Background: an optimization exercise with open tools, aiming at small area, a short achievable clock period and few clock cycles. Do not read the settings as production practice.
No functional check of the RTL was part of any run shown here.
Power figures rest on the tool's default switching activity, not on a simulated workload.

<file path="flow/constraint.sdc">
create_clock -name core_clock -period 7.0 [get_ports {clk}]
set_input_delay 1.4000 -clock core_clock [delete_from_list [all_inputs] [get_ports {clk}]]
set_output_delay 1.4000 -clock core_clock [all_outputs]
set_load 0.01 [all_outputs]
</file>
<file path="flow/run.sh">
#!/bin/bash
# synth_recipe.tcl (not shown) runs the flow's synth.tcl, then flattens the netlist and writes it again
# the make line also repeats each setting of config.mk as NAME=value (left out here)
make -C /OpenROAD-flow-scripts/flow DESIGN_CONFIG=/design/flow/config.mk WORK_HOME=/design/flow/orfs CLKGATE_MAP_FILE= SYNTH_SCRIPT=/design/flow/synth_recipe.tcl finish
</file>
<file path="flow/config.mk">
export PLATFORM = sky130hd
export DESIGN_NAME = word_length_histogram
export DESIGN_NICKNAME = word_length_histogram
export VERILOG_FILES = /design/flow/design.v
export SDC_FILE = /design/flow/constraint.sdc
export NUM_CORES = 4
export LEC_CHECK = 0
export CAP_MARGIN = 20
export CORE_MARGIN = 2
export CORE_UTILIZATION = 40
export SETUP_SLACK_MARGIN = 4.5
export SLEW_MARGIN = 20
export TNS_END_PERCENT = 5
</file>
<file path="flow/design.v">
package wlh_pkg;
  localparam int NUM_BINS    = 16;
  localparam int COUNT_WIDTH = 20;
  localparam int LEN_W       = 7;
  localparam int BAR_W       = 7;
  localparam int CHAR_W      = 8;
  localparam int BIN_AW      = (NUM_BINS > 1) ? $clog2(NUM_BINS) : 1;
  localparam int NUM_W       = COUNT_WIDTH + BAR_W;
  localparam int STEP_W      = $clog2(BAR_W);
  localparam logic [LEN_W-1:0]       LEN_MAX   = {LEN_W{1'b1}};
  localparam logic [COUNT_WIDTH-1:0] COUNT_MAX = {COUNT_WIDTH{1'b1}};
  localparam logic [CHAR_W-1:0] CHAR_SPACE   = 8'h20;
  localparam logic [CHAR_W-1:0] CHAR_TAB     = 8'h09;
  localparam logic [CHAR_W-1:0] CHAR_NEWLINE = 8'h0A;
  localparam logic ACT_TEXT   = 1'b0;
  localparam logic ACT_REPORT = 1'b1;
  typedef struct packed {
    logic              action;
    logic [CHAR_W-1:0] char_code;
  } in_item_t;
  typedef struct packed {
    logic [LEN_W-1:0]       word_length;
    logic [COUNT_WIDTH-1:0] word_count;
    logic [BAR_W-1:0]       bar_length;
    logic [COUNT_WIDTH-1:0] overflow_words;
    logic                   last_bin;
  } out_item_t;
endpackage
import wlh_pkg::*;
module word_length_histogram (
  input  logic                     clk,
  input  logic                     rst,
  input  logic                     start,
  input  wlh_pkg::in_item_t        cmd,
  output logic                     busy,
  input  logic                     cfg_wr_en,
  input  logic [wlh_pkg::BAR_W-1:0] cfg_wr_data,
  output logic                     result_strobe,
  output wlh_pkg::out_item_t       result
);
  localparam int SIDE_W = 2;
  localparam int OVS_W  = 3;
  localparam int DW     = 23;    
  function automatic logic [COUNT_WIDTH-1:0] sat_inc(input logic [COUNT_WIDTH-1:0] v);
    sat_inc = (v == COUNT_MAX) ? COUNT_MAX : v + COUNT_WIDTH'(1);
  endfunction
  function automatic logic [22:0] add23(input logic [22:0] a, input logic [22:0] b);
    logic [22:0] g, p, gg, pp;
    g  = a & b;
    p  = a ^ b;
    gg = g;
    pp = p;
    for (int l = 0; l < 5; l++) begin
      for (int i = 0; i < 23; i++) begin
        if (((i >> l) & 1) == 1) begin
          gg[i] = gg[i] | (pp[i] & gg[((i >> l) << l) - 1]);
          pp[i] = pp[i] & pp[((i >> l) << l) - 1];
        end
      end
    end
    add23 = p ^ {gg[21:0], 1'b0};
  endfunction
  logic accept, is_sep;
  logic a_char, a_sep, a_eot;
  logic a_char_n, a_sep_n, a_eot_n;
  assign accept   = start && !busy;
  assign is_sep   = (cmd.char_code == CHAR_SPACE) || (cmd.char_code == CHAR_TAB) ||
                    (cmd.char_code == CHAR_NEWLINE);
  assign a_char_n = accept && cmd.action == ACT_TEXT && !is_sep;
  assign a_sep_n  = accept && cmd.action == ACT_TEXT && is_sep;
  assign a_eot_n  = accept && cmd.action == ACT_REPORT;
  always_ff @(posedge clk) begin
    if (rst) begin
      a_char <= 1'b0;
      a_sep  <= 1'b0;
      a_eot  <= 1'b0;
    end else begin
      a_char <= a_char_n;
      a_sep  <= a_sep_n;
      a_eot  <= a_eot_n;
    end
  end
  logic [BAR_W-1:0]       max_bar_height;
  logic [4:0]             len;           
  logic                   ge;            
  logic [COUNT_WIDTH-1:0] ovf;
  logic [OVS_W-1:0]       ovf_side;      
  logic                   ovf_mode;      
  logic [COUNT_WIDTH-1:0] peak_run;
  logic [COUNT_WIDTH-1:0] bin  [NUM_BINS];    
  logic [SIDE_W-1:0]      side [NUM_BINS];
  logic [NUM_BINS-1:0]    wen;                
  logic                   wr_pend;
  logic [COUNT_WIDTH-1:0] rd_data;
  logic [BIN_AW-1:0]      raddr;
  logic                   pend;          
  logic                   st;            
  logic                   rep_on;        
  logic                   clr;           
  logic [4:0]             ld_b;          
  logic                   mg;            
  logic                   mgc;           
  logic [BIN_AW-1:0]      mg_b;          
  logic [SIDE_W-1:0]      mg_side;       
  logic                   cf;            
  logic [4:0]             cb;            
  logic                   dv_run;
  logic [2:0]             step;
  logic [COUNT_WIDTH-1:0] c;
  logic                   cz;            
  logic                   ceq;           
  logic                   cfast;         
  logic [COUNT_WIDTH-1:0] r;             
  logic [BAR_W-1:0]       q;
  logic [4:0]             out_b;         
  logic [COUNT_WIDTH-1:0] peak_rep;
  logic [COUNT_WIDTH-1:0] w0;            
  logic [COUNT_WIDTH:0]   w1;            
  logic [COUNT_WIDTH+1:0] w2;            
  logic we_bin, we_ovf, side_cls, we_main, fwd, pf, last, start_div, fast;
  logic [COUNT_WIDTH-1:0] rmux;
  assign we_bin    = a_sep && (len != 5'd0) && (len != 5'd17);
  assign we_ovf    = a_sep && (len == 5'd17);
  assign side_cls  = rep_on && ge;
  assign we_main   = we_bin && !side_cls;
  assign fwd       = mg && (len[3:0] == mg_b);
  assign last      = dv_run && (step == 3'd0);
  assign start_div = cf && !dv_run && !cfast;
  assign fast      = cf && !dv_run && cfast;
  assign pf   = rep_on && (clr || (!a_sep && ((!cf && (!dv_run || last)) || fast)));
  assign rmux = bin[raddr];
  logic [COUNT_WIDTH-1:0] wdata;
  logic [COUNT_WIDTH-1:0] inc_val;
  assign inc_val = sat_inc(rd_data);
  assign wdata   = wr_pend ? inc_val : COUNT_WIDTH'(mgc ? '0 : mg_side);
  always_ff @(posedge clk) begin
    for (int b = 0; b < NUM_BINS; b++) begin
      if (wen[b]) begin
        bin[b] <= wdata;
      end
    end
  end
  logic side_full;
  always_comb begin
    side_full = 1'b0;
    for (int b = 0; b < NUM_BINS; b++) begin
      if (side[b] == '1) side_full = 1'b1;
      if (we_bin && side_cls && len[3:0] == BIN_AW'(b) && side[b] == SIDE_W'(2)) side_full = 1'b1;
    end
  end
  always_ff @(posedge clk) begin
    for (int b = 0; b < NUM_BINS; b++) begin
      if (mg && mg_b == BIN_AW'(b)) begin
        side[b] <= '0;
      end else if (we_bin && side_cls && len[3:0] == BIN_AW'(b)) begin
        side[b] <= side[b] + SIDE_W'(1);
      end
    end
  end
  always_ff @(posedge clk) begin
    rd_data <= fwd ? COUNT_WIDTH'(mg_side) : rmux;
  end
  always_ff @(posedge clk) begin
    if (rst) begin
      max_bar_height <= BAR_W'(16);
    end else if (cfg_wr_en) begin
      max_bar_height <= cfg_wr_data;
    end
  end
  logic [4:0] len_n;
  logic [4:0] ld_b_n;
  logic       ovf_end;
  assign ovf_end = result_strobe && out_b[4];
  always_comb begin
    len_n = len;
    if (a_char) begin
      if (len != 5'd17) len_n = len + 5'd1;
    end else if (a_sep || a_eot) begin
      len_n = '0;
    end
  end
  always_ff @(posedge clk) begin
    if (rst) begin
      len      <= '0;
      ge       <= 1'b0;
      ovf      <= '0;
      ovf_side <= '0;
      ovf_mode <= 1'b0;
      wr_pend  <= 1'b0;
      wen      <= '0;
      raddr    <= BIN_AW'(1);
      peak_run <= '0;
    end else begin
      len     <= len_n;
      ge      <= (len_n >= ld_b_n);
      wr_pend <= we_main;
      for (int b = 0; b < NUM_BINS; b++) begin
        wen[b] <= (we_main && len[3:0] == BIN_AW'(b)) || (pf && ld_b[3:0] == BIN_AW'(b));
      end
      raddr   <= a_sep_n ? len_n[3:0] : ld_b_n[3:0];
      if (ovf_end) begin
        ovf      <= COUNT_WIDTH'(ovf_side) + COUNT_WIDTH'(we_ovf);
        ovf_side <= '0;
      end else if (we_ovf) begin
        if (ovf_mode) ovf_side <= ovf_side + OVS_W'(1);
        else          ovf <= sat_inc(ovf);
      end
      if (st) begin
        ovf_mode <= 1'b1;
      end else if (ovf_end) begin
        ovf_mode <= 1'b0;
      end
      if (st) begin
        peak_run <= '0;
      end else if (wr_pend) begin
        if (rd_data == peak_run) peak_run <= inc_val;
      end else if (mg && !mgc) begin
        if (COUNT_WIDTH'(mg_side) > peak_run) peak_run <= COUNT_WIDTH'(mg_side);
      end
    end
  end
  logic pend_n, rep_on_n, dv_run_n, mg_n, clr_n, cf_n;
  always_comb begin
    pend_n   = (pend && !st) || a_eot;
    rep_on_n = st || (rep_on && !(pf && ld_b == 5'd16));
    clr_n    = clr && !(pf && ld_b == 5'd16);
    mg_n     = pf;
    cf_n     = (pf && !clr) || (cf && !start_div && !fast);
    dv_run_n = start_div || (dv_run && !last);
    if (st) ld_b_n = 5'd1;
    else if (pf) ld_b_n = ld_b + 5'd1;
    else ld_b_n = ld_b;
  end
  always_ff @(posedge clk) begin
    if (rst) begin
      pend          <= 1'b0;
      st            <= 1'b0;
      rep_on        <= 1'b1;
      clr           <= 1'b1;
      ld_b          <= 5'd1;
      mg            <= 1'b0;
      mgc           <= 1'b0;
      cf            <= 1'b0;
      dv_run        <= 1'b0;
      busy          <= 1'b1;
      result_strobe <= 1'b0;
    end else begin
      pend          <= pend_n;
      st            <= pend_n && !rep_on_n && !cf_n && !dv_run_n && !mg_n;
      rep_on        <= rep_on_n;
      clr           <= clr_n;
      mg            <= mg_n;
      mgc           <= pf && clr;
      cf            <= cf_n;
      dv_run        <= dv_run_n;
      busy          <= clr_n || side_full || ((a_eot_n || pend_n) &&
                         (rep_on_n || cf_n || dv_run_n || mg_n || (a_eot_n && pend_n)));
      result_strobe <= last || fast;
      ld_b          <= ld_b_n;
    end
  end
  always_ff @(posedge clk) begin
    if (pf) begin
      mg_b    <= ld_b[3:0];
      mg_side <= side[ld_b[3:0]];
    end
    if (pf && !clr) begin
      c     <= rmux;
      cb    <= ld_b;
      cz    <= (rmux == '0);
      ceq   <= (rmux == peak_rep);
      cfast <= (rmux == '0) || (rmux == peak_rep);
    end
    if (st) begin
      peak_rep <= peak_run;
    end
  end
  logic [DW-1:0]          da, t0, t1, t2;
  logic [BAR_W-1:0]       qn, qd0, qd1, qd2;
  logic [BAR_W-2:0]       q_inc;
  logic [COUNT_WIDTH-1:0] r01, r2, r_early;
  logic                   hb;            
  logic [COUNT_WIDTH:0]   e1;
  logic [COUNT_WIDTH+1:0] e2;
  function automatic logic [BAR_W-1:0] qfix(input logic [BAR_W-1:0] v);
    if (step == 3'd0 && v == '0) qfix = BAR_W'(1);
    else                         qfix = v;
  endfunction
  always_comb begin
    da = {2'b00, r, 1'b0};
    t0 = add23(da, {3'b000, w0});
    t1 = add23(da, {{2{w1[COUNT_WIDTH]}}, w1});
    t2 = add23(da, {w2[COUNT_WIDTH+1], w2});
    q_inc   = q[BAR_W-2:0] + (BAR_W-1)'(1);
    qd0     = qfix({q[BAR_W-2:0], 1'b0});
    qd1     = qfix({q[BAR_W-2:0], 1'b1});
    qd2     = qfix({q_inc, 1'b0});
    qn      = t2[DW-1] ? (t1[DW-1] ? qd0 : qd1) : qd2;
    r_early = start_div ? (max_bar_height[6] ? c : '0) : c;
    r01     = (start_div || last || fast) ? r_early :
              (t1[DW-1] ? t0[COUNT_WIDTH-1:0] : t1[COUNT_WIDTH-1:0]);
    r2      = (start_div || last || fast) ? r_early : t2[COUNT_WIDTH-1:0];
    e1    = {1'b0, c} - {1'b0, peak_rep};
    e2    = {2'b00, c} - {1'b0, peak_rep, 1'b0};
  end
  logic [2:0] step_nx, hb_idx;
  always_comb begin
    if (start_div)   step_nx = 3'd5;
    else if (dv_run) step_nx = step - 3'd1;
    else             step_nx = step;
    hb_idx = (cf_n && !dv_run_n) ? 3'd5 : step_nx - 3'd1;
  end
  always_ff @(posedge clk) begin
    r  <= t2[DW-1] ? r01 : r2;
    w0 <= hb ? c : '0;
    w1 <= hb ? e1 : -{1'b0, peak_rep};
    w2 <= hb ? e2 : -{1'b0, peak_rep, 1'b0};
    hb <= max_bar_height[hb_idx];
    if (fast) begin
      q     <= cz ? '0 : (max_bar_height == '0) ? BAR_W'(1) : max_bar_height;
      out_b <= cb;
    end else if (start_div) begin
      q     <= '0;
      step  <= 3'd5;
      out_b <= cb;
    end else if (dv_run) begin
      q     <= qn;
      step  <= step - 3'd1;
    end
  end
  assign result.word_length    = LEN_W'(out_b);
  assign result.word_count     = r;
  assign result.bar_length     = q;
  assign result.overflow_words = ovf;
  assign result.last_bin       = out_b[4];
endmodule
</file>
==> results of run 1 <==
-- final timing paths --
path                    start       end  cells past startpoint
setup / recovery  peak_rep[0]    w2[21]                     12
hold / removal          cb[3]  out_b[3]                      0
setup reg to reg  peak_rep[0]    w2[21]                     12
hold reg to reg         cb[3]  out_b[3]                      0
-- cells in the mapped netlist, types with 9 or more instances --
library cell,count,area [um^2]
edfxtp_1,388,11700
nor2_1,239,897
dfxtp_1,232,4640
ha_1,155,1940
nand2_1,155,582
a21oi_1,140,701
xnor2_1,113,990
inv_1,101,379
o21ai_0,96,480
a22oi_1,64,480
clkbuf_1,61,229
mux2i_1,59,591
nand3_1,55,275
nor2b_1,51,319
nor3_1,51,255
xor2_1,51,447
and2_1,44,275
a211oi_1,42,315
nand2b_1,38,238
o22ai_1,27,169
a21o_1,26,195
mux2_2,25,282
nor4_1,24,150
a22o_1,22,193
nand4_1,22,138
buf_2,21,105
and3_1,20,125
a221oi_1,18,158
a32oi_1,16,140
o21a_1,16,120
fa_1,14,280
o221ai_1,14,123
o211ai_1,13,97.6
a31oi_1,12,75.1
or3_1,12,75.1
and4_1,10,87.6
buf_4,10,75.1
a32o_1,9,90.1
nand3b_1,9,67.6
-- cell usage in the layout (no fill, tap or decap), drive strengths merged, types with 26 or more instances in the layout --
cell type	netlist	layout
nand2	155	156
ha	155	155
mux2i	59	59
clkbuf	61	90
edfxtp	388	388
a21oi	140	140
nor3	52	52
a211oi	43	43
nor2b	52	52
a21o	26	26
a22oi	65	65
mux2	26	26
dfxtp	232	232
nand2b	38	38
inv	103	103
buf	43	224
xor2	51	51
clkinv	0	28
o21ai	99	99
and2	47	47
xnor2	113	113
nand3	56	56
clkdlybuf4s50	0	40
o22ai	27	27
nor2	241	241
-- stage by stage --
stage	setup WS, ns	utilization	hold WS [ns]	cell area [um^2]
6_report	4.01	0.506	0.423	37100
5_1_grt	3.94	0.506	0.428	37100
4_1_cts	4.02	0.489	0.425	35800
3_5_place_dp	3.07	0.430	0.411	31600
3_3_place_gp	2.97	0.430	0.413	31600
2_1_floorplan	4.00	-	0.400	29800
-- power by group --
part	total, mW	internal (mW)	switching, mW
combinational	4.14	1.98	2.17
sequential	4.52	4.21	0.311
clock	3.58	2.10	1.48
total	12.2	8.29	3.96
-- registers in the layout, summed over array words and instances (netlist names), 4 cells and up --
register / cells
rd_data: 20
max_bar_height: 7
r: 20
raddr: 4
len: 5
w2: 22
ovf: 20
bin: 320
cb: 5
side: 32
c: 20
peak_rep: 20
ld_b: 5
mg_b: 4
wen: 16
q: 7
peak_run: 20
w1: 21
w0: 20
out_b: 5
-- metal layers --
| layer | track usage | up-vias |
|---|---|---|
| met2 | 0.394 | 1169 |
| met1 | 0.297 | 11219 |
| li1 | - | 10298 |
| met5 | 0 | - |
| met3 | 0.0452 | 307 |
| met4 | 0.104 | 0 |
-- cell type report --
| cell class | instances | area share |
|---|---|---|
| well taps | 959 | 0.0323 |
| multi-input cells | 1794 | 0.375 |
| clock buffers | 84 | 0.0505 |
| flip-flops and latches | 620 | 0.441 |
| inverters | 103 | 0.0109 |
| repair buffers | 298 | 0.0799 |
| clock inverters | 39 | 0.00985 |
-- critical path, cell delays in order (launching register included) --
cell and delay [ns]:
edfxtp_1 0.45, buf_6 0.17, ha_4 0.15, fa_2 0.34, nor2b_2 0.14, o21a_1 0.18, o21ai_4 0.08, a211oi_2 0.30
nor3_2 0.10, nand4b_1 0.29, a31oi_4 0.24, o21ai_2 0.07, a221o_1 0.34
-- timing repair --
action | in CTS | in global routing
hold buffers | 0 | 0
pin swaps | 63 | 77
setup endpoints to repair | 539 | 474
gates resized for setup | 228 | 187
setup buffers | 111 | 62
gates cloned | 8 | 5
-- logic make-up (layout without fill, tap and decap cells) --
| logic type | count (synthesis) | in the layout | synth area share |
|---|---|---|---|
| simple gates | 767 | 768 | 0.128 |
| mux | 89 | 89 | 0.0327 |
| fa+ha+maj | 169 | 169 | 0.0746 |
| compound gates | 600 | 602 | 0.139 |
| other cells | 1 | 2 | 0.000126 |
| flops | 620 | 620 | 0.548 |
| xor+xnor | 164 | 164 | 0.0483 |
| buf+inv | 207 | 524 | 0.0300 |
==> summary.txt, run 1 <==
Status
  – Status: finished clean

Routing
  – Highest Signal Layer: met4
  – # DRC: 0
  – Vias/cell: 5.90
  – Iteration-0 DRC Markers: 2366
  – WL met3: 7.57 mm
  – Routed length on met2: 45.0 mm
  – Drt total wl: 94.5 mm
  – Drt first pass iters: 8
  – Wirelength per Cell: 24.2 um
  – Via Count: 22993
  – Met1 Wirelength: 37.0 mm
  – DRT antenna net count: 0

Yosys
  – Flops & latches, synth: 620
  – Main flop type after synthesis: edfxtp_1
  – Synth unique cells: 95
  – Ys async rst share: 0
  – Seq/Total Area, Yosys: 0.548
  – Syn Area/Cell: 11.4 um^2
  – Synth Warn #: 3
  – Mapped Area: 29700 um^2
  – EDFF count, synth: 388
  – Mapped Cells: 2617

Critical path
  – Arrival time at the worst endpoint: 3.47 ns
  – Crit Path Category: reg2reg
  – CP Launch Type: flip-flop
  – CP Data Required Time: 7.48 ns
  – Worst setup EP type: flip-flop
  – CP max FO: 3
  – Reg2reg setup slack: 4.01 ns

Cells and area
  – FF+latch area: 16400 um^2
  – N_diodes: 0
  – Non-Filler Instances: 3897
  – NumNets Final: 3075
  – Synth-to-Final Area Change: 24.8%
  – Fillers: 6329
  – Share of layout cells above drive strength 1: 0.213
  – Multi-input logic area: 13900 um^2

Timing
  – Worst slew pin tran: 1.08 ns
  – RSZ-0062 raised after global routing: yes
  – Fin Clk Skew: 0.0380 ns
  – Slew HR: 0.280
  – Slew Viols, Final: 0
  – Tcrit/Tclk final: 0.428
  – Fin Setup TNS: 0 ns
  – Fmax: 0.334 GHz
  – Number of setup violations in the final report: 0
  – Final Hold Fails: 0
  – Min Tclk post-route: 2.99 ns

Global routing
  – GRT Total Usage: 0.236
  – Largest net degree at the start of global routing: 43
  – Initial antenna violation count: 0
  – Grt ovf: 0
  – First-pass GRT wire length: 138 mm
  – Vias in the first global route: 22549

Clocking
  – CTS root buffer: clkbuf_16
  – CTS Buf Count: 69
  – CTS tree: done
  – Clock Sinks: 620
  – H-tree Lvls: 3
  – Worst skew pair latency: 0.62 ns
  – Worst-path clk slew: 0.06 ns
  – Clock Tree Buf Depth: 3

Hold path
  – Worst min path class: reg2reg

Pwr
  – Lkg Pwr: 13.9 nW
  – PD cells: 330 nW/um^2
  – Total chip power: 12.2 mW
  – Worst ir drop on vdd: 0.168 mV

Floorplanning
  – Starting density of the core: 0.406
  – Die Ht: 277 um
  – # IOs: 77
  – CORE AREA: 73300 um^2
  – Die X: 277 um
  – Site Rows: 99
  – Die area: 76500 um^2

Placed design
  – Gpl congestion: 0.918
  – Port Buffers: 74
  – Dpl cells: 3587
  – HPWL Detailed: 60.1 mm

Run
  – Max-cap violations: 0
==> run 2: changes to the inputs <==
==> flow/flow/run.sh (new file) <==
#!/bin/bash
# Standard layout, with two changes to how it is made: the port buffers are
# buf_4 cells instead of the default pick, and timing repair may resize a
# cell into any footprint. Everything else is the standard.sh.
set -euo pipefail
bash standard.sh MATCH_CELL_FOOTPRINT=0 "BUFFER_PORTS_ARGS=-buffer_cell sky130_fd_sc_hd__buf_4" finish > standard_flow.log 2>&1
==> flow/standard.sh (new file) <==
#!/bin/bash
# synth_recipe.tcl (not shown) runs the flow's synth.tcl, then flattens the netlist and writes it again
# the make line also repeats each setting of config.mk as NAME=value (left out here)
make -C /OpenROAD-flow-scripts/flow DESIGN_CONFIG=/design/flow/config.mk WORK_HOME=/design/flow/orfs CLKGATE_MAP_FILE= SYNTH_SCRIPT=/design/flow/synth_recipe.tcl "${@:-finish}"
removed: flow/run.sh
==> summary.txt, run 2 <==
Placed design
  – Placed inst area: 31400 um^2
  – Port Buffers: 74
  – HPWL Detailed: 59.4 mm
  – Gpl congestion: 0.955
  – Dpl cells: 3587

Cells and area
  – FF+latch area: 16400 um^2
  – Largest Register: bin
  – Share of layout cells above drive strength 1: 0.230
  – Most frequent cells in the layout: 388 x edfxtp_1, 225 x buf_4, 224 x nor2_1
  – Multi-input logic area: 14100 um^2
  – Non-Filler Instances: 3876
  – Fin util: 0.502
  – Max FFs per register: 320
  – NumNets Final: 3054
  – Fillers: 6345
  – Biggest regs: bin x320, side x32, w2 x22
  – N_diodes: 0
  – Commonest non-fill, non-tap cell in the layout: edfxtp_1
  – Synth-to-Final Area Change: 23.7%
  – Design Area, Final: 36800 um^2

Yosys
  – Mux contribution to synthesized area: 0.0327
  – Synth Area in Compound Gates: 0.139
  – Most frequent cell after synthesis: edfxtp_1
  – Share of the synthesized area in the top cell type: 0.392
  – Post-Synth Simple-Gate Area: 0.128
  – Syn Area/Cell: 11.4 um^2
  – Synth Warn #: 3
  – Mapped Cells: 2617
  – Post-synthesis adder-cell area fraction: 0.0746
  – Mapped Area: 29700 um^2
  – EDFF count, synth: 388
  – XOR/XNOR share of the synthesized area: 0.0483
  – Main combinational cell family by area after synthesis: compound AO/OA/AOI/OAI gates
  – Main flop type after synthesis: edfxtp_1
  – Leading area contributor after synthesis: edfxtp_1
  – Synth unique cells: 95
  – Seq/Total Area, Yosys: 0.548
  – Post-synth top cells: 388 x edfxtp_1, 239 x nor2_1, 232 x dfxtp_1
  – Flops & latches, synth: 620
  – Ys async rst share: 0
  – Top post-synthesis cells by area: edfxtp_1 39%, dfxtp_1 16%, ha_1 6.5%

Run
  – Max-cap violations: 0

Timing
  – Min Tclk post-route: 2.94 ns
  – Final Hold Fails: 0
  – Tcrit/Tclk final: 0.420
  – Fin Clk Skew: 0.0307 ns
  – Number of setup violations in the final report: 0
  – Fmax: 0.340 GHz
  – Slew HR: 0.320
  – Worst slew pin tran: 1.02 ns
  – Fin Setup TNS: 0 ns
  – Slew Viols, Final: 0
  – RSZ-0062 raised after global routing: yes

Routing
  – Drt total wl: 92.0 mm
  – Drt first pass iters: 9
  – Wirelength per Cell: 23.7 um
  – # DRC: 0
  – Via Count: 22749
  – DRT antenna net count: 0
  – Vias/cell: 5.87
  – Iteration-0 DRC Markers: 2323

Status
  – Status: finished clean

Critical path
  – Slowest cell on crit path: edfxtp_1
  – Crit Path Category: reg2reg
  – Sequence of cells on the critical path: ha_4 > fa_2 > nor2b_1 > o21a_1 > o21ai_2 > a211oi_2 > nor3_2 > nand4b_1 > a31oi_4 > o21ai_2 > a221o_1
  – Worst setup EP type: flip-flop
  – Top cell by count, worst path: o21ai_2
  – Arrival time at the worst endpoint: 3.44 ns
  – CP Launch Type: flip-flop
  – CP Data Required Time: 7.50 ns
  – Critical Path Max Stage Delay: 0.50 ns
  – CP max FO: 3

Global routing
  – Initial antenna violation count: 0
  – Vias in the first global route: 22508
  – Grt met3 use: 0.0442
  – Largest net degree at the start of global routing: 43
  – GR peak layer: met2
  – First-pass GRT wire length: 137 mm
  – GRT Total Usage: 0.230
  – Met1 Resource Use GR: 0.295
  – GRT met2 Usage: 0.381
  – Grt ovf: 0

Clocking
  – CTS Buf Count: 68
  – H-tree Lvls: 3
  – Worst-path clk slew: 0.06 ns
  – Worst skew pair latency: 0.63 ns
  – Clock Tree Buf Depth: 3
  – CTS tree: done
  – Clock Sinks: 620
  – Hold bufs inserted after CTS: 0
  – CTS root buffer: clkbuf_16

Floorplanning
  – Die Ht: 277 um
  – Die X: 277 um
  – CORE AREA: 73300 um^2
  – # IOs: 77
  – Starting density of the core: 0.406
  – Site Rows: 99
  – Die area: 76500 um^2

Pwr
  – PD cells: 331 nW/um^2
  – Lkg Pwr: 13.7 nW
  – Worst ir drop on vdd: 0.192 mV

Hold path
  – Worst min path class: reg2reg
[run 2: cell counts after synthesis]
Identical to the previous run, type by type.
[run 2: repair_timing]
action	4_1_cts	5_1_grt
pin swaps	53	87
buffers inserted	97	62
setup endpoints to repair	539	503
gates cloned	7	1
resized for setup	177	208
[run 2: layout make-up]
| class | count | share of cell area |
|---|---|---|
| Clock buffer | 87 | 0.0504 |
| Clock inverter | 35 | 0.00956 |
| Inverter | 103 | 0.0111 |
| Multi-Input combinational cell | 1794 | 0.383 |
| Sequential cell | 620 | 0.445 |
| Tap cell | 959 | 0.0326 |
| Timing Repair Buffer | 277 | 0.0687 |
| Timing Repair inverter | 1 | 0.000136 |
[run 2: routing by layer]
| layer | routed length, um | up-vias | share of wire |
|---|---|---|---|
| met3 | 7270 | 270 | 0.079 |
| met2 | 43400 | 1136 | 0.47 |
| met4 | 4180 | 0 | 0.045 |
| met1 | 37200 | 11086 | 0.40 |
| li1 | - | 10257 | - |
| met5 | 0 | - | 0 |
[run 2: path summary, 6_finish.rpt]
check | end | startpoint | cells after the start | slack, ns
setup / recovery | w2[21] | peak_rep[0] | 11 | 4.06
hold / removal | out_b[2] | cb[2] | 0 | 0.42
setup reg to reg | w2[21] | peak_rep[0] | 11 | 4.06
hold reg to reg | out_b[2] | cb[2] | 0 | 0.42
[run 2: logic make-up (layout without fill, tap and decap cells)]
kind of cell    Yosys count  count (layout)
mux                      89              89
xor+xnor                164             164
fa+ha+maj               169             169
other cells               1               2
buf+inv                 207             503
flops                   620             620
compound gates          600             602
simple gates            767             768
[run 2: power by group]
group	leakage, nW	internal, mW	total, mW	switching, mW
sequential	5.52	4.20	4.50	0.300
combinational	7.15	1.92	4.12	2.20
clock	1.07	2.04	3.53	1.49
[run 2: critical path: cells and delay by family, from the launching register on]
family / cells / cell delay, ns
AO/OA/AOI/OAI: 6 / 1.24
AND/OR/NAND/NOR: 3 / 0.51
flip-flops: 1 / 0.50
adder cells (fa/ha/maj): 2 / 0.58
[run 2: through the flow]
| stage | setup WS (ns) | power, mW | hold slack, ns |
|---|---|---|---|
| 3_5_place_dp | 3.04 | 7.73 | 0.413 |
| 2_1_floorplan | 4.00 | 6.88 | 0.400 |
| 6_report | 4.06 | 12.2 | 0.423 |
| 3_3_place_gp | 3.14 | 7.65 | 0.415 |
| 4_1_cts | 4.07 | 11.7 | 0.427 |
| 5_1_grt | 3.99 | 12.7 | 0.437 |
==> run 3: changes to the inputs <==
--- a/flow/config.mk
+++ b/flow/config.mk
@@ -8,6 +8,6 @@
 export CAP_MARGIN = 20
 export CORE_MARGIN = 2
 export CORE_UTILIZATION = 40
-export SETUP_SLACK_MARGIN = 4.5
+export SETUP_SLACK_MARGIN = 3.8
 export SLEW_MARGIN = 20
 export TNS_END_PERCENT = 5
==> summary.txt, run 3 <==
Yosys
  – Flops & latches, synth: 620
  – Leading area contributor after synthesis: edfxtp_1
  – Synth unique cells: 95
  – Top post-synthesis cells by area: edfxtp_1 39%, dfxtp_1 16%, ha_1 6.5%
  – Most frequent cell after synthesis: edfxtp_1
  – Synth Warn #: 3
  – Post-synth top cells: 388 x edfxtp_1, 239 x nor2_1, 232 x dfxtp_1
  – Mapped Cells: 2617
  – Share of the synthesized area in the top cell type: 0.392
  – Main flop type after synthesis: edfxtp_1
  – Ys async rst share: 0
  – Mapped Area: 29700 um^2
  – Seq/Total Area, Yosys: 0.548
  – Syn Area/Cell: 11.4 um^2
  – EDFF count, synth: 388

Timing
  – Hold Slack: 0.412 ns
  – Tcrit/Tclk final: 0.470
  – RSZ-0062 raised after global routing: yes
  – Slew HR: 0.217
  – Worst slew pin tran: 1.17 ns
  – Slew Viols, Final: 0
  – Min Tclk post-route: 3.29 ns
  – Fin Setup TNS: 0 ns
  – Number of setup violations in the final report: 0
  – Final Hold Fails: 0
  – Fmax: 0.304 GHz
  – Fin Clk Skew: 0.0310 ns

Routing
  – Vias/cell: 5.87
  – Via Count: 21980
  – DRT antenna net count: 0
  – Wirelength per Cell: 23.6 um
  – Iteration-0 DRC Markers: 2365
  – Drt total wl: 88.6 mm
  – # DRC: 0
  – Drt first pass iters: 9

Status
  – Status: finished clean

Cells and area
  – Max FFs per register: 320
  – Largest Register: bin
  – N_diodes: 0
  – Commonest non-fill, non-tap cell in the layout: edfxtp_1
  – Most frequent cells in the layout: 388 x edfxtp_1, 236 x nor2_1, 222 x dfxtp_1
  – Share of layout cells above drive strength 1: 0.137
  – Multi-input logic area: 13000 um^2
  – Biggest regs: bin x320, side x32, w2 x22
  – FF+latch area: 16300 um^2
  – Fillers: 6678
  – NumNets Final: 2923
  – Synth-to-Final Area Change: 15.7%

Pwr
  – Lkg Pwr: 12.8 nW
  – Worst ir drop on vdd: 0.189 mV
  – Total chip power: 11.5 mW
  – PD cells: 333 nW/um^2

Global routing
  – Initial antenna violation count: 0
  – GRT Total Usage: 0.221
  – Vias in the first global route: 21433
  – First-pass GRT wire length: 131 mm
  – Largest net degree at the start of global routing: 72
  – Grt ovf: 0

Floorplanning
  – Site Rows: 99
  – CORE AREA: 73300 um^2
  – Starting density of the core: 0.406
  – Die area: 76500 um^2
  – Die Ht: 277 um
  – Die X: 277 um
  – # IOs: 77

Critical path
  – CP Launch Type: flip-flop
  – Reg-to-Reg End: peak_run[2]
  – FF-to-FF path depth: 9
  – Reg2reg setup slack: 3.71 ns
  – Worst R2R Start: rd_data[0]
  – Arrival time at the worst endpoint: 3.83 ns
  – CP max FO: 18
  – CP Data Required Time: 7.54 ns
  – Crit Path Category: reg2reg
  – Worst setup EP type: flip-flop

Clocking
  – Worst skew pair latency: 0.63 ns
  – CTS tree: done
  – Hold bufs inserted after CTS: 0
  – Clock Tree Buf Depth: 3
  – CTS Buf Count: 68
  – Worst-path clk slew: 0.06 ns
  – CTS root buffer: clkbuf_16
  – Clock Sinks: 620
  – H-tree Lvls: 3

Run
  – Max-cap violations: 0

Placed design
  – Gpl congestion: 0.934
  – HPWL Detailed: 60.2 mm
  – Port Buffers: 74

Hold path
  – Min-Delay Endpoint: out_b[4]
  – HP Start: cb[4]
  – Worst min path class: reg2reg
  – Worst Hold Depth: 0
==> run 3: cell count changes in the layout (fill, tap and decap cells not counted), moves of 14 or more <==
cell / delta
ha_4: -15
buf_12: -15
buf_4: -90
ha_1: +19
o21ai_0: +23
buf_6: -21
dfxtp_1: +14
==> run 3: timing repair <==
item | CTS | global route
pin swaps | 2 | 12
cloned | 0 | 3
setup buffers | 7 | 26
setup endpoints to repair | 205 | 246
resized for setup | 23 | 70
==> run 3: worst max path at each step <==
stage	slack, ns	endpoint	startpoint
5_1_grt	3.56	peak_run[2]	rd_data[0]
3_5_place_dp	3.05	cfast	raddr[1]
2_1_floorplan	3.77	w1[14]	hb
6_report	3.71	peak_run[2]	rd_data[0]
3_3_place_gp	3.12	cfast	raddr[2]
4_1_cts	3.56	w1[14]	hb
==> run 3: layout make-up <==
class                           instances  share of cell area
Tap cell                              959              0.0349
Clock inverter                         33              0.0101
Sequential cell                       620               0.474
Multi-Input combinational cell       1792               0.377
Timing Repair Buffer                  149              0.0371
Inverter                              103              0.0116
Clock buffer                           90              0.0545
==> run 3: power breakdown <==
part	internal [mW]	switching, mW	total (mW)	leakage, nW
Sequential	4.18	0.297	4.48	5.51
Clock	2.05	1.52	3.57	1.08
Combinational	1.52	1.89	3.41	6.21
==> run 3: cells by family after synthesis <==
| family | count (synthesis) | synth area share |
|---|---|---|
| other cells | 1 | 0.000126 |
| compound gates | 600 | 0.139 |
| mux | 89 | 0.0327 |
| buf+inv | 207 | 0.0300 |
| simple gates | 767 | 0.128 |
| fa+ha+maj | 169 | 0.0746 |
| flops | 620 | 0.548 |
| xor+xnor | 164 | 0.0483 |
==> run 3: worst max-delay path: stages, from the launching register on <==
cell	delay, ns
dfxtp_1	0.45
ha_1	0.22
and3_1	0.20
nand3_1	0.16
nor2b_1	0.24
nand3_1	0.23
or3_2	0.79
a21oi_4	0.67
mux2i_1	0.15
nor2_1	0.11
==> run 3: per-stage QoR <==
step	utilization	std cells	setup slack (ns)	area [um^2]
detailed placement	0.428	3586	3.05	31400
floorplan	-	2618	3.77	29800
global placement	0.428	3585	3.12	31400
finish	0.469	3746	3.71	34400
global route	0.469	3746	3.56	34400
CTS	0.461	3716	3.56	33800
==> run 3: per-layer routing <==
| metal | wire length, um | global-route usage |
|---|---|---|
| met1 | 36500 | 0.291 |
| met4 | 2870 | 0.0720 |
| met5 | 0 | 0 |
| met3 | 6840 | 0.0356 |
| met2 | 42300 | 0.372 |
==> run 4: changes to the inputs <==
--- a/flow/config.mk
+++ b/flow/config.mk
@@ -8,6 +8,6 @@
 export CAP_MARGIN = 20
 export CORE_MARGIN = 2
 export CORE_UTILIZATION = 40
-export SETUP_SLACK_MARGIN = 3.8
+export SETUP_SLACK_MARGIN = 4.2
 export SLEW_MARGIN = 20
 export TNS_END_PERCENT = 5
==> summary.txt, run 4 <==
Status
  – Status: finished clean

Timing
  – Final Hold Fails: 0
  – Number of setup violations in the final report: 0
  – Fin Setup TNS: 0 ns
  – Slew HR: 0.304
  – Slew Viols, Final: 0
  – Fmax: 0.333 GHz
  – Min Tclk post-route: 3.00 ns
  – Worst slew pin tran: 1.04 ns
  – Tcrit/Tclk final: 0.429
  – Fin Clk Skew: 0.0223 ns
  – RSZ-0062 raised after global routing: yes

Critical path
  – Reg-to-Reg End: w2[21]
  – Sequence of cells on the critical path: ha_2 > fa_2 > nor2b_1 > o21a_1 > o21ai_2 > a211oi_2 > nor3_2 > nand4b_1 > a31oi_4 > o21ai_1 > a221o_1
  – Crit Path Category: reg2reg
  – Critical Path Max Stage Delay: 0.48 ns
  – Reg2reg setup slack: 4.00 ns
  – CP Launch Type: flip-flop
  – Worst R2R Start: peak_rep[0]
  – FF-to-FF path depth: 11
  – CP startpoint: peak_rep[0]
  – CP max FO: 3
  – Slowest cell on crit path: edfxtp_1
  – Critical path destination: w2[21]
  – Arrival time at the worst endpoint: 3.50 ns
  – CP Data Required Time: 7.50 ns
  – Worst setup EP type: flip-flop

Cells and area
  – N_diodes: 0
  – Synth-to-Final Area Change: 21.7%
  – FF+latch area: 16300 um^2
  – NumNets Final: 3030
  – Biggest regs: bin x320, side x32, w2 x22
  – Fillers: 6410
  – Share of layout cells above drive strength 1: 0.209
  – Largest Register: bin
  – Commonest non-fill, non-tap cell in the layout: edfxtp_1
  – Multi-input logic area: 13800 um^2
  – Most frequent cells in the layout: 388 x edfxtp_1, 231 x nor2_1, 211 x dfxtp_1, 211 x buf_4, 148 x nand2_1
  – Max FFs per register: 320

Global routing
  – GRT met2 Usage: 0.383
  – Initial antenna violation count: 0
  – First-pass GRT wire length: 136 mm
  – Grt met3 use: 0.0439
  – Largest net degree at the start of global routing: 43
  – Grt ovf: 0
  – GR peak layer: met2
  – Vias in the first global route: 22244
  – GRT Total Usage: 0.229
  – Met1 Resource Use GR: 0.292

Clocking
  – CTS Buf Count: 68
  – Hold bufs inserted after CTS: 0
  – Worst-path clk slew: 0.06 ns
  – CTS tree: done
  – Clock Sinks: 620
  – Clock Tree Buf Depth: 3
  – Worst skew pair latency: 0.63 ns
  – CTS root buffer: clkbuf_16
  – H-tree Lvls: 3

Yosys
  – Most frequent cell after synthesis: edfxtp_1
  – Seq/Total Area, Yosys: 0.548
  – Mapped Cells: 2617
  – Mapped Area: 29700 um^2
  – Main flop type after synthesis: edfxtp_1
  – Synth Warn #: 3
  – EDFF count, synth: 388
  – Flops & latches, synth: 620
  – Synth unique cells: 95
  – Syn Area/Cell: 11.4 um^2
  – Post-synth top cells: 388 x edfxtp_1, 239 x nor2_1, 232 x dfxtp_1
  – Top post-synthesis cells by area: edfxtp_1 39%, dfxtp_1 16%, ha_1 6.5%
  – Ys async rst share: 0
  – Leading area contributor after synthesis: edfxtp_1
  – Share of the synthesized area in the top cell type: 0.392

Placed design
  – Gpl congestion: 0.955
  – HPWL Detailed: 59.4 mm
  – Port Buffers: 74

Hold path
  – Worst min path class: reg2reg

Floorplanning
  – Starting density of the core: 0.406
  – Die area: 76500 um^2
  – Die Ht: 277 um
  – Site Rows: 99
  – CORE AREA: 73300 um^2
  – Die X: 277 um
  – # IOs: 77

Routing
  – DRT antenna net count: 0
  – Wirelength per Cell: 23.7 um
  – Drt total wl: 91.3 mm
  – Iteration-0 DRC Markers: 2327
  – Via Count: 22549
  – # DRC: 0
  – Drt first pass iters: 6
  – Vias/cell: 5.85

Run
  – Max-cap violations: 0

Pwr
  – Worst ir drop on vdd: 0.187 mV
  – Lkg Pwr: 13.5 nW
  – Total chip power: 11.9 mW
  – PD cells: 329 nW/um^2
run 4: layer usage:
layer  wire (um)  share of wire
met3        7130          0.078
met1       37000           0.41
met2       43200           0.47
met5           0              0
met4        3980          0.044
run 4: cells by family after synthesis:
kind of cell               synth area share
other                              0.000126
xor gates and xnor gates             0.0483
buffers and inverters                0.0300
and+or+nand+nor                       0.128
DFF                                   0.548
adders and majority gates            0.0746
AOI/OAI and AO/OA                     0.139
muxes                                0.0327
run 4: worst min path at each step:
stage                     slack, ns  cells past startpoint        to  startpoint
after detailed placement       0.41                      0  out_b[1]       cb[1]
after CTS                      0.43                      0  out_b[1]       cb[1]
final                          0.42                      0  out_b[2]       cb[2]
after global routing           0.44                      0  out_b[4]       cb[4]
after floorplan                0.40                      0  out_b[0]       cb[0]
after global placement         0.42                      0  out_b[3]       cb[3]
run 4: report_power, final:
group	internal, mW	total [mW]	leakage [nW]	switching (mW)
Clock	2.04	3.53	1.07	1.49
Sequential	4.19	4.49	5.51	0.293
Combinational	1.78	3.89	6.94	2.11
run 4: critical path: cells and delay by family (launching register included):
family / cells / cell delay (ns)
AO/OA/AOI/OAI: 6 / 1.27
adder cells (fa/ha/maj): 2 / 0.67
flip-flops: 1 / 0.48
AND/OR/NAND/NOR: 3 / 0.49
run 4: metrics by stage:
step	instances	setup slack, ns	util	hold WS [ns]	area [um^2]
2_1_floorplan	2618	4.00	-	0.400	29800
3_3_place_gp	3587	3.14	0.428	0.415	31400
3_5_place_dp	3587	3.04	0.428	0.413	31400
4_1_cts	3789	4.07	0.476	0.427	34900
5_1_grt	3852	3.92	0.494	0.437	36200
6_report	3852	4.00	0.494	0.424	36200
run 4: timing repair:
item	in CTS	in global routing
resized for setup	125	178
pin swaps	37	63
setup endpoints to repair	397	390
hold endpoints to repair	0	0
setup buffers	75	59
cloned	5	4
run 4: layout make-up:
class / instances / area share
timing repair buffer: 254 / 0.0632
clock buffer: 87 / 0.0512
multi-input combinational: 1794 / 0.380
inverter: 103 / 0.0111
tap: 959 / 0.0332
clock inverter: 35 / 0.00971
sequential: 620 / 0.452
==> run 5: changes to the inputs <==
--- a/flow/design.v
+++ b/flow/design.v
@@ -40,16 +40,19 @@
 );
   localparam int SIDE_W = 2;
   localparam int OVS_W  = 3;
+  localparam int PKS_W  = 7;
   localparam int DW     = 23;    
   function automatic logic [COUNT_WIDTH-1:0] sat_inc(input logic [COUNT_WIDTH-1:0] v);
     sat_inc = (v == COUNT_MAX) ? COUNT_MAX : v + COUNT_WIDTH'(1);
   endfunction
-  function automatic logic [22:0] add23(input logic [22:0] a, input logic [22:0] b);
+  function automatic logic [22:0] add23(input logic [22:0] a, input logic [22:0] b,
+                                        input logic ci);
     logic [22:0] g, p, gg, pp;
     g  = a & b;
     p  = a ^ b;
     gg = g;
     pp = p;
+    gg[0] = g[0] | (p[0] & ci);
     for (int l = 0; l < 5; l++) begin
       for (int i = 0; i < 23; i++) begin
         if (((i >> l) & 1) == 1) begin
@@ -58,7 +61,7 @@
         end
       end
     end
-    add23 = p ^ {gg[21:0], 1'b0};
+    add23 = p ^ {gg[21:0], ci};
   endfunction
   logic accept, is_sep;
   logic a_char, a_sep, a_eot;
@@ -82,15 +85,15 @@
   end
   logic [BAR_W-1:0]       max_bar_height;
   logic [4:0]             len;           
-  logic                   ge;            
   logic [COUNT_WIDTH-1:0] ovf;
   logic [OVS_W-1:0]       ovf_side;      
   logic                   ovf_mode;      
-  logic [COUNT_WIDTH-1:0] peak_run;
+  logic [COUNT_WIDTH-1:0] peak;          
+  logic [PKS_W-1:0]       pk_side;       
   logic [COUNT_WIDTH-1:0] bin  [NUM_BINS];    
   logic [SIDE_W-1:0]      side [NUM_BINS];
-  logic [NUM_BINS-1:0]    wen;                
   logic                   wr_pend;
+  logic [BIN_AW-1:0]      wr_b;
   logic [COUNT_WIDTH-1:0] rd_data;
   logic [BIN_AW-1:0]      raddr;
   logic                   pend;          
@@ -113,7 +116,6 @@
   logic [COUNT_WIDTH-1:0] r;             
   logic [BAR_W-1:0]       q;
   logic [4:0]             out_b;         
-  logic [COUNT_WIDTH-1:0] peak_rep;
   logic [COUNT_WIDTH-1:0] w0;            
   logic [COUNT_WIDTH:0]   w1;            
   logic [COUNT_WIDTH+1:0] w2;            
@@ -121,7 +123,7 @@
   logic [COUNT_WIDTH-1:0] rmux;
   assign we_bin    = a_sep && (len != 5'd0) && (len != 5'd17);
   assign we_ovf    = a_sep && (len == 5'd17);
-  assign side_cls  = rep_on && ge;
+  assign side_cls  = rep_on && (len >= ld_b);
   assign we_main   = we_bin && !side_cls;
   assign fwd       = mg && (len[3:0] == mg_b);
   assign last      = dv_run && (step == 3'd0);
@@ -135,7 +137,7 @@
   assign wdata   = wr_pend ? inc_val : COUNT_WIDTH'(mgc ? '0 : mg_side);
   always_ff @(posedge clk) begin
     for (int b = 0; b < NUM_BINS; b++) begin
-      if (wen[b]) begin
+      if ((wr_pend && wr_b == BIN_AW'(b)) || (mg && mg_b == BIN_AW'(b))) begin
         bin[b] <= wdata;
       end
     end
@@ -159,6 +161,7 @@
   end
   always_ff @(posedge clk) begin
     rd_data <= fwd ? COUNT_WIDTH'(mg_side) : rmux;
+    wr_b    <= len[3:0];
   end
   always_ff @(posedge clk) begin
     if (rst) begin
@@ -179,24 +182,28 @@
       len_n = '0;
     end
   end
+  logic [PKS_W-1:0] pk_side_n;
+  always_comb begin
+    pk_side_n = pk_side;
+    if (ovf_mode && wr_pend && rd_data == COUNT_WIDTH'(pk_side)) begin
+      pk_side_n = inc_val[PKS_W-1:0];
+    end else if (mg && !mgc && PKS_W'(mg_side) > pk_side) begin
+      pk_side_n = PKS_W'(mg_side);
+    end
+  end
   always_ff @(posedge clk) begin
     if (rst) begin
       len      <= '0;
-      ge       <= 1'b0;
       ovf      <= '0;
       ovf_side <= '0;
       ovf_mode <= 1'b0;
       wr_pend  <= 1'b0;
-      wen      <= '0;
       raddr    <= BIN_AW'(1);
-      peak_run <= '0;
+      peak     <= '0;
+      pk_side  <= '0;
     end else begin
       len     <= len_n;
-      ge      <= (len_n >= ld_b_n);
       wr_pend <= we_main;
-      for (int b = 0; b < NUM_BINS; b++) begin
-        wen[b] <= (we_main && len[3:0] == BIN_AW'(b)) || (pf && ld_b[3:0] == BIN_AW'(b));
-      end
       raddr   <= a_sep_n ? len_n[3:0] : ld_b_n[3:0];
       if (ovf_end) begin
         ovf      <= COUNT_WIDTH'(ovf_side) + COUNT_WIDTH'(we_ovf);
@@ -210,12 +217,12 @@
       end else if (ovf_end) begin
         ovf_mode <= 1'b0;
       end
-      if (st) begin
-        peak_run <= '0;
-      end else if (wr_pend) begin
-        if (rd_data == peak_run) peak_run <= inc_val;
-      end else if (mg && !mgc) begin
-        if (COUNT_WIDTH'(mg_side) > peak_run) peak_run <= COUNT_WIDTH'(mg_side);
+      if (ovf_end) begin
+        peak    <= COUNT_WIDTH'(pk_side_n);
+        pk_side <= '0;
+      end else begin
+        pk_side <= pk_side_n;
+        if (!ovf_mode && wr_pend && rd_data == peak) peak <= inc_val;
       end
     end
   end
@@ -268,11 +275,8 @@
       c     <= rmux;
       cb    <= ld_b;
       cz    <= (rmux == '0);
-      ceq   <= (rmux == peak_rep);
-      cfast <= (rmux == '0) || (rmux == peak_rep);
-    end
-    if (st) begin
-      peak_rep <= peak_run;
+      ceq   <= (rmux == peak);
+      cfast <= (rmux == '0) || (rmux == peak);
     end
   end
   logic [DW-1:0]          da, t0, t1, t2;
@@ -280,6 +284,7 @@
   logic [BAR_W-2:0]       q_inc;
   logic [COUNT_WIDTH-1:0] r01, r2, r_early;
   logic                   hb;            
+  logic [DW-1:0]          e1x, e2x;
   logic [COUNT_WIDTH:0]   e1;
   logic [COUNT_WIDTH+1:0] e2;
   function automatic logic [BAR_W-1:0] qfix(input logic [BAR_W-1:0] v);
@@ -288,9 +293,9 @@
   endfunction
   always_comb begin
     da = {2'b00, r, 1'b0};
-    t0 = add23(da, {3'b000, w0});
-    t1 = add23(da, {{2{w1[COUNT_WIDTH]}}, w1});
-    t2 = add23(da, {w2[COUNT_WIDTH+1], w2});
+    t0 = add23(da, {3'b000, w0}, 1'b0);
+    t1 = add23(da, {{2{w1[COUNT_WIDTH]}}, w1}, 1'b0);
+    t2 = add23(da, {w2[COUNT_WIDTH+1], w2}, 1'b0);
     q_inc   = q[BAR_W-2:0] + (BAR_W-1)'(1);
     qd0     = qfix({q[BAR_W-2:0], 1'b0});
     qd1     = qfix({q[BAR_W-2:0], 1'b1});
@@ -300,8 +305,10 @@
     r01     = (start_div || last || fast) ? r_early :
               (t1[DW-1] ? t0[COUNT_WIDTH-1:0] : t1[COUNT_WIDTH-1:0]);
     r2      = (start_div || last || fast) ? r_early : t2[COUNT_WIDTH-1:0];
-    e1    = {1'b0, c} - {1'b0, peak_rep};
-    e2    = {2'b00, c} - {1'b0, peak_rep, 1'b0};
+    e1x   = add23({3'b000, c}, ~{3'b000, peak}, 1'b1);
+    e2x   = add23({3'b000, c}, ~{2'b00, peak, 1'b0}, 1'b1);
+    e1    = e1x[COUNT_WIDTH:0];
+    e2    = e2x[COUNT_WIDTH+1:0];
   end
   logic [2:0] step_nx, hb_idx;
   always_comb begin
@@ -313,8 +320,8 @@
   always_ff @(posedge clk) begin
     r  <= t2[DW-1] ? r01 : r2;
     w0 <= hb ? c : '0;
-    w1 <= hb ? e1 : -{1'b0, peak_rep};
-    w2 <= hb ? e2 : -{1'b0, peak_rep, 1'b0};
+    w1 <= hb ? e1 : -{1'b0, peak};
+    w2 <= hb ? e2 : -{1'b0, peak, 1'b0};
     hb <= max_bar_height[hb_idx];
     if (fast) begin
       q     <= cz ? '0 : (max_bar_height == '0) ? BAR_W'(1) : max_bar_height;
--- a/flow/config.mk
+++ b/flow/config.mk
@@ -8,6 +8,6 @@
 export CAP_MARGIN = 20
 export CORE_MARGIN = 2
 export CORE_UTILIZATION = 40
-export SETUP_SLACK_MARGIN = 4.2
+export SETUP_SLACK_MARGIN = 4.5
 export SLEW_MARGIN = 20
 export TNS_END_PERCENT = 5
==> summary.txt, run 5 <==
Cells and area
  – FF+latch area: 15700 um^2
  – Most frequent cells in the layout: 368 x edfxtp_1, 211 x buf_4, 205 x nor2_1
  – NumNets Final: 2960
  – N_diodes: 0
  – Fillers: 6334
  – Multi-input logic area: 13800 um^2
  – Max FFs per register: 320
  – Largest Register: bin
  – Biggest regs: bin x320, side x32, w2 x22
  – Synth-to-Final Area Change: 21.1%
  – Commonest non-fill, non-tap cell in the layout: edfxtp_1
  – Share of layout cells above drive strength 1: 0.221

Timing
  – Final Hold Fails: 0
  – Fmax: 0.330 GHz
  – Tcrit/Tclk final: 0.434
  – Number of setup violations in the final report: 0
  – Worst slew pin tran: 1.13 ns
  – Slew HR: 0.244
  – Slew Viols, Final: 0
  – Fin Clk Skew: 0.0157 ns
  – Fin Setup TNS: 0 ns
  – Hold Slack: 0.424 ns
  – RSZ-0062 raised after global routing: yes
  – Min Tclk post-route: 3.03 ns

Pwr
  – Worst ir drop on vdd: 0.237 mV
  – Sequential Power Share: 0.408
  – Lkg Pwr: 13.3 nW
  – Sw Share: 0.317
  – PD cells: 298 nW/um^2
  – Clk pwr share: 0.323
  – Combinational power share: 0.269
  – Psw: 3.35 mW
  – Cell Int Power: 7.23 mW

Global routing
  – Vias in the first global route: 21597
  – Grt ovf: 0
  – First-pass GRT wire length: 135 mm
  – Largest net degree at the start of global routing: 54
  – Initial antenna violation count: 1
  – GRT Total Usage: 0.237

Floorplanning
  – Starting density of the core: 0.403
  – Site Rows: 99
  – Die area: 75400 um^2
  – # IOs: 77
  – CORE AREA: 72700 um^2
  – Die Ht: 275 um
  – Die X: 275 um

Critical path
  – Reg-to-Reg End: w1[17]
  – Slowest cell on crit path: edfxtp_1
  – CP Launch Type: flip-flop
  – Critical Path Max Stage Delay: 0.44 ns
  – Sequence of cells on the critical path: inv_2 > ha_4 > fa_2 > nand2b_4 > a21oi_4 > o21bai_4 > a21oi_4 > o211ai_1 > a31oi_2 > inv_1 > fa_2 > xnor2_1 > mux2_2
  – CP startpoint: c[0]
  – FF-to-FF path depth: 13
  – Worst setup EP type: flip-flop
  – Arrival time at the worst endpoint: 3.52 ns
  – CP max FO: 3
  – Reg2reg setup slack: 3.97 ns
  – Worst R2R Start: c[0]
  – CP Data Required Time: 7.48 ns
  – Crit Path Category: reg2reg

Yosys
  – Post-synth top cells: 368 x edfxtp_1, 225 x dfxtp_1, 215 x nor2_1
  – Leading area contributor after synthesis: edfxtp_1
  – Synth Warn #: 3
  – Mapped Cells: 2569
  – Seq/Total Area, Yosys: 0.531
  – Syn Area/Cell: 11.4 um^2
  – Ys async rst share: 0
  – Most frequent cell after synthesis: edfxtp_1
  – Synth unique cells: 102
  – Share of the synthesized area in the top cell type: 0.378
  – Top post-synthesis cells by area: edfxtp_1 38%, dfxtp_1 15%, ha_1 6.6%
  – Mapped Area: 29300 um^2
  – Flops & latches, synth: 593
  – Main flop type after synthesis: edfxtp_1
  – EDFF count, synth: 368

Hold path
  – Min-Delay Endpoint: out_b[4]
  – HP Start: cb[4]
  – Worst min path class: reg2reg
  – Worst Hold Depth: 0

Clocking
  – Clock Sinks: 593
  – Clock Tree Buf Depth: 3
  – CTS tree: done
  – H-tree Lvls: 3
  – Worst skew pair latency: 0.61 ns
  – Worst-path clk slew: 0.06 ns
  – CTS root buffer: clkbuf_16
  – CTS Buf Count: 68

Routing
  – Vias/cell: 5.87
  – DRT antenna net count: 0
  – Drt first pass iters: 6
  – Iteration-0 DRC Markers: 2219
  – Drt total wl: 92.2 mm
  – Wirelength per Cell: 24.4 um
  – # DRC: 0
  – Via Count: 22129

Status
  – Status: finished clean

Placed design
  – HPWL Detailed: 59.4 mm
  – Gpl congestion: 0.915
  – Port Buffers: 74

Run
  – Max-cap violations: 0
run 5: cell types whose count changed after synthesis, sizes merged, moves of 16 or more:
cell,delta
a21oi,-35
nand2,-29
o21ai,+27
nor2,-24
edfxtp,-20
a22oi,-19
and2,-17
a21o,+16
run 5: worst max-delay path by stage:
| stage | to | slack [ns] |
|---|---|---|
| floorplan | hb | 4.09 |
| global placement | cfast | 2.82 |
| detailed placement | cfast | 2.77 |
| CTS | w1[17] | 3.93 |
| global route | w1[17] | 3.88 |
| finish | w1[17] | 3.97 |
run 5: cell families (layout without fill, tap and decap cells):
group                    Yosys count  count (layout)  synth area share
AND/OR/NAND/NOR                  706             706             0.124
AO/OA/AOI/OAI                    606             607             0.143
flip-flops                       593             593             0.531
buffers and inverters            220             463            0.0334
adder cells (fa/ha/maj)          175             175            0.0802
XOR/XNOR                         169             169            0.0506
multiplexers                      99              99            0.0372
other                              1               2          0.000128
run 5: power groups by stage:
| stage | registers (mW) | clock network, mW | logic (mW) |
|---|---|---|---|
| after floorplan | 4.22 | 0 | 1.74 |
| after global placement | 4.34 | 0 | 2.32 |
| after detailed placement | 4.35 | 0 | 2.34 |
| after CTS | 4.29 | 3.46 | 2.66 |
| after global routing | 4.34 | 3.60 | 3.11 |
| final | 4.31 | 3.41 | 2.85 |
run 5: through the flow:
step	setup WS [ns]	power (mW)	instance area, um^2	cells	utilization
after floorplan	4.09	5.96	29300	2570	-
after global placement	2.82	6.65	31000	3523	0.426
after detailed placement	2.77	6.69	31000	3523	0.426
after CTS	3.93	10.4	34300	3704	0.472
after global routing	3.88	11.0	35400	3773	0.487
final	3.97	10.6	35400	3773	0.487
run 5: worst max-delay path, delay by kind of cell, from the launching register on:
kind	cells	cell delay, ns
AOI/OAI and AO/OA	5	0.89
adders and majority gates	3	0.85
DFF	1	0.44
muxes	1	0.26
buffers and inverters	2	0.18
and+or+nand+nor	1	0.16
xor gates and xnor gates	1	0.13
run 5: layer usage:
metal | GRT usage | vias up | routed length (um)
li1 | - | 10013 | -
met1 | 0.314 | 10970 | 38400
met2 | 0.392 | 946 | 43800
met3 | 0.0359 | 200 | 6680
met4 | 0.0847 | 0 | 3300
met5 | 0 | - | 0
run 5: what timing repair did:
action,4_1_cts,5_1_grt
buffers inserted,56,65
hold buffers,0,0
endpoints found under the setup margin,631,622
gates cloned,6,4
pin swaps,40,67
gates resized for setup,152,127
run 5: layout make-up:
class	instances	share of cell area
flip-flops and latches	593	0.442
multi-input cells	1758	0.391
repair buffers	246	0.0630
clock buffers	96	0.0530
well taps	959	0.0339
inverters	97	0.0108
clock inverters	23	0.00657
repair inverters	1	0.000141
==> run 6: changes to the inputs <==
--- a/flow/config.mk
+++ b/flow/config.mk
@@ -5,9 +5,11 @@
 export SDC_FILE = /design/flow/constraint.sdc
 export NUM_CORES = 4
 export LEC_CHECK = 0
-export CAP_MARGIN = 20
+export CAP_MARGIN = 10
 export CORE_MARGIN = 2
 export CORE_UTILIZATION = 40
+export CTS_BUF_LIST = sky130_fd_sc_hd__clkbuf_8
+export CTS_CLUSTER_SIZE = 30
 export SETUP_SLACK_MARGIN = 4.5
-export SLEW_MARGIN = 20
+export SLEW_MARGIN = 10
 export TNS_END_PERCENT = 5
==> summary.txt, run 6 <==
Cells and area
  – Max FFs per register: 320
  – Most frequent cells in the layout: 368 x edfxtp_1, 246 x buf_4, 203 x nor2_1
  – Biggest regs: bin x320, side x32, w2 x22
  – Synth-to-Final Area Change: 21.4%
  – NumNets Final: 3027
  – Commonest non-fill, non-tap cell in the layout: edfxtp_1
  – Largest Register: bin
  – Fin util: 0.489
  – Non-Filler Instances: 3874
  – Share of layout cells above drive strength 1: 0.242

Pwr
  – Cell Int Power: 6.86 mW
  – Combinational power share: 0.280
  – Lkg Pwr: 13.6 nW
  – Sw Share: 0.328
  – Psw: 3.35 mW
  – Sequential Power Share: 0.421
  – Clk pwr share: 0.299
  – PD cells: 287 nW/um^2
  – Worst ir drop on vdd: 0.243 mV

Routing
  – Routed length on met2: 43.8 mm
  – Iteration-0 DRC Markers: 2164
  – WL met3: 7.24 mm
  – Wirelength per Cell: 24.0 um
  – Vias/cell: 5.79
  – DRT antenna net count: 0
  – Via Count: 22427
  – Drt first pass iters: 8
  – Highest Signal Layer: met5
  – Met1 Wirelength: 37.9 mm
  – Drt total wl: 92.8 mm
  – # DRC: 0

Yosys
  – Seq/Total Area, Yosys: 0.531
  – Mapped Cells: 2569
  – Main flop type after synthesis: edfxtp_1
  – Mapped Area: 29300 um^2
  – Share of the synthesized area in the top cell type: 0.378
  – Post-synth top cells: 368 x edfxtp_1, 225 x dfxtp_1, 215 x nor2_1
  – Leading area contributor after synthesis: edfxtp_1
  – EDFF count, synth: 368
  – Ys async rst share: 0
  – Synth unique cells: 102
  – Most frequent cell after synthesis: edfxtp_1
  – Synth Warn #: 3
  – Syn Area/Cell: 11.4 um^2
  – Flops & latches, synth: 593
  – Top post-synthesis cells by area: edfxtp_1 38%, dfxtp_1 15%, ha_1 6.6%

Critical path
  – Reg2reg setup slack: 3.91 ns
  – Crit Path Category: reg2reg
  – Worst setup EP type: flip-flop
  – CP max FO: 2
  – Worst R2R Start: c[0]
  – Top cell by count, worst path: buf_4
  – CP Data Required Time: 7.67 ns
  – Crit path buffers/inverters: 22
  – Reg-to-Reg End: w2[0]
  – CP top delay family: buffers and inverters
  – Critical Path Max Stage Delay: 0.44 ns
  – Arrival time at the worst endpoint: 3.76 ns
  – Slowest cell on crit path: edfxtp_1
  – Sequence of cells on the critical path: inv_2 > buf_6 > buf_4 > buf_4 > buf_4 > buf_4 > buf_4 > buf_4 > buf_4 > buf_4 > buf_6 > buf_6 > buf_4 > buf_6 > buf_6 > buf_6 > buf_4 > buf_4 > buf_4 > buf_4 > buf_6 > buf_6 > nor2_4
  – CP Launch Type: flip-flop
  – FF-to-FF path depth: 23

Clocking
  – Worst-path clk slew: 0.06 ns
  – Clock Tree Buf Depth: 3
  – CTS root buffer: clkbuf_8
  – H-tree Lvls: 3
  – Hold bufs inserted after CTS: 0
  – CTS tree: done
  – CTS Buf Count: 101
  – Clock Sinks: 593
  – Worst skew pair latency: 0.76 ns

Placed design
  – HPWL Detailed: 59.4 mm
  – Port Buffers: 74
  – Dpl cells: 3523
  – Gpl congestion: 0.915

Global routing
  – Largest net degree at the start of global routing: 54
  – GRT Total Usage: 0.241
  – Vias in the first global route: 22085
  – Initial antenna violation count: 1
  – First-pass GRT wire length: 137 mm
  – Grt ovf: 0

Hold path
  – Worst min path class: reg2reg
  – Min-Delay Endpoint: out_b[3]
  – HP Start: cb[3]
  – Worst Hold Depth: 0

Timing
  – Fin Setup TNS: 0 ns
  – Final Hold Fails: 0
  – Slew Viols, Final: 0
  – Min Tclk post-route: 3.09 ns
  – Slew HR: 0.262
  – Tcrit/Tclk final: 0.441
  – Fmax: 0.324 GHz
  – Fin Clk Skew: 0.0694 ns
  – Worst slew pin tran: 1.11 ns
  – RSZ-0062 raised after global routing: yes
  – Number of setup violations in the final report: 0

Floorplanning
  – Die area: 75400 um^2
  – Die X: 275 um
  – Die Ht: 275 um
  – Site Rows: 99
  – CORE AREA: 72700 um^2
  – # IOs: 77
  – Starting density of the core: 0.403

Run
  – Max-cap violations: 0

Status
  – Status: finished clean
## run 6: cell count changes in the layout (fill, tap and decap cells not counted), moves of 5 or more
| cell | previous run | this run |
|---|---|---|
| dfxtp_2 | 22 | 15 |
| buf_4 | 211 | 246 |
| clkinv_1 | 5 | 17 |
| clkbuf_8 | 5 | 114 |
| dfxtp_1 | 184 | 192 |
| clkbuf_1 | 22 | 0 |
| inv_1 | 83 | 118 |
| ha_4 | 16 | 11 |
| clkbuf_16 | 75 | 5 |
## run 6: per-layer routing
metal / GRT usage / vias up
met5: 0 / -
met2: 0.393 / 1029
met4: 0.0993 / 2
met1: 0.315 / 11020
met3: 0.0441 / 240
li1: - / 10136
## run 6: worst reg2reg max path, stage by stage (launching register included)
cell and delay [ns]:
edfxtp_1 0.44, inv_2 0.07, buf_6 0.11, buf_4 0.12, buf_4 0.12, buf_4 0.13
buf_4 0.13, buf_4 0.13, buf_4 0.13, buf_4 0.13, buf_4 0.13, buf_6 0.11
buf_6 0.10, buf_4 0.12, buf_6 0.10, buf_6 0.11, buf_6 0.11, buf_4 0.12
buf_4 0.12, buf_4 0.12, buf_4 0.13, buf_6 0.11, buf_6 0.11, nor2_4 0.06
## run 6: worst max path at each step
| stage | startpoint | endpoint | slack [ns] | depth (start not counted) |
|---|---|---|---|---|
| final | c[0] | w2[0] | 3.91 | 23 |
| after global routing | c[0] | w2[0] | 3.86 | 23 |
| after CTS | c[2] | w2[20] | 3.92 | 10 |
| after detailed placement | raddr[0] | cfast | 2.78 | 10 |
| after global placement | raddr[0] | cfast | 2.82 | 10 |
| after floorplan | step[0] | hb | 4.09 | 12 |
## run 6: stage by stage
step	cell area, um^2	power [mW]	worst slack, ns	hold slack (ns)
detailed placement	31000	6.69	2.78	0.411
CTS	34500	10.1	3.92	0.423
global route	35500	10.7	3.86	0.429
finish	35500	10.2	3.91	0.422
global placement	31000	6.65	2.82	0.403
floorplan	29300	5.96	4.09	0.400
## run 6: layout make-up
| class | count | area (um^2) |
|---|---|---|
| flip-flops and latches | 593 | 15600 |
| diodes | 1 | 2.50 |
| repair buffers | 279 | 2420 |
| clock buffers | 114 | 1570 |
| fillers | 6347 | 37200 |
| clock inverters | 71 | 402 |
| well taps | 959 | 1200 |
| multi-input cells | 1760 | 13900 |
| inverters | 97 | 387 |
## run 6: logic make-up (layout without fill, tap and decap cells)
group	Yosys count	count (layout)	share of synthesized area
xor+xnor	169	169	0.0506
buf+inv	220	561	0.0334
simple gates	706	708	0.124
other cells	1	3	0.000128
fa+ha+maj	175	175	0.0802
compound gates	606	607	0.143
mux	99	99	0.0372
flops	593	593	0.531
## run 6: power by group through the flow
stage	logic, mW	clock network (mW)	registers, mW
finish	2.86	3.05	4.30
global route	3.12	3.26	4.33
CTS	2.71	3.10	4.30
detailed placement	2.34	0	4.35
global placement	2.32	0	4.34
floorplan	1.74	0	4.22
## run 6: what timing repair did
item	4_1_cts	5_1_grt
endpoints found under the setup margin	633	619
gates resized for setup	174	120
gates cloned	8	2
setup buffers	87	68
hold endpoints to repair	0	0
pin swaps	56	55

[separate check: timing with driven ports]
How much do the figures lean on ideal ports? The routed layouts below were timed once more, with nothing changed but the port constraints.
Step 1, drivers: a clkbuf_16 drives clk and a buf_2 each remaining input, both assumed.
Step 2 also shifts input and output timing later by t, the mid clock arrival at the registers, as if the neighbouring blocks saw the same clock.
Slacks: no drivers / after step 1 / after step 2; pairs: no drivers / after step 1.
run	t (ns)	slack for setup (ns)	hold WS [ns]	pins driven straight from the clock port
run 1	0.665	4.006 / 3.973 / 3.936	0.423 / 0.423 / 0.423	1
run 2	0.686	4.062 / 4.062 / 3.907	0.423 / 0.423 / 0.423	1
run 3	0.675	3.708 / 3.708 / 3.708	0.412 / 0.412 / 0.412	1
run 4	0.679	3.997 / 3.997 / 3.678	0.424 / 0.424 / 0.424	1
run 5	0.670	3.965 / 3.965 / 3.623	0.424 / 0.424 / 0.424	1
run 6	0.784	3.911 / 3.911 / 3.625	0.422 / 0.422 / 0.422	1
After both steps setup and hold are still met in every run listed. For run 5, which loses most, drivers alone change the setup slack by 0.000 ns; drivers and shift together by -0.342 ns.
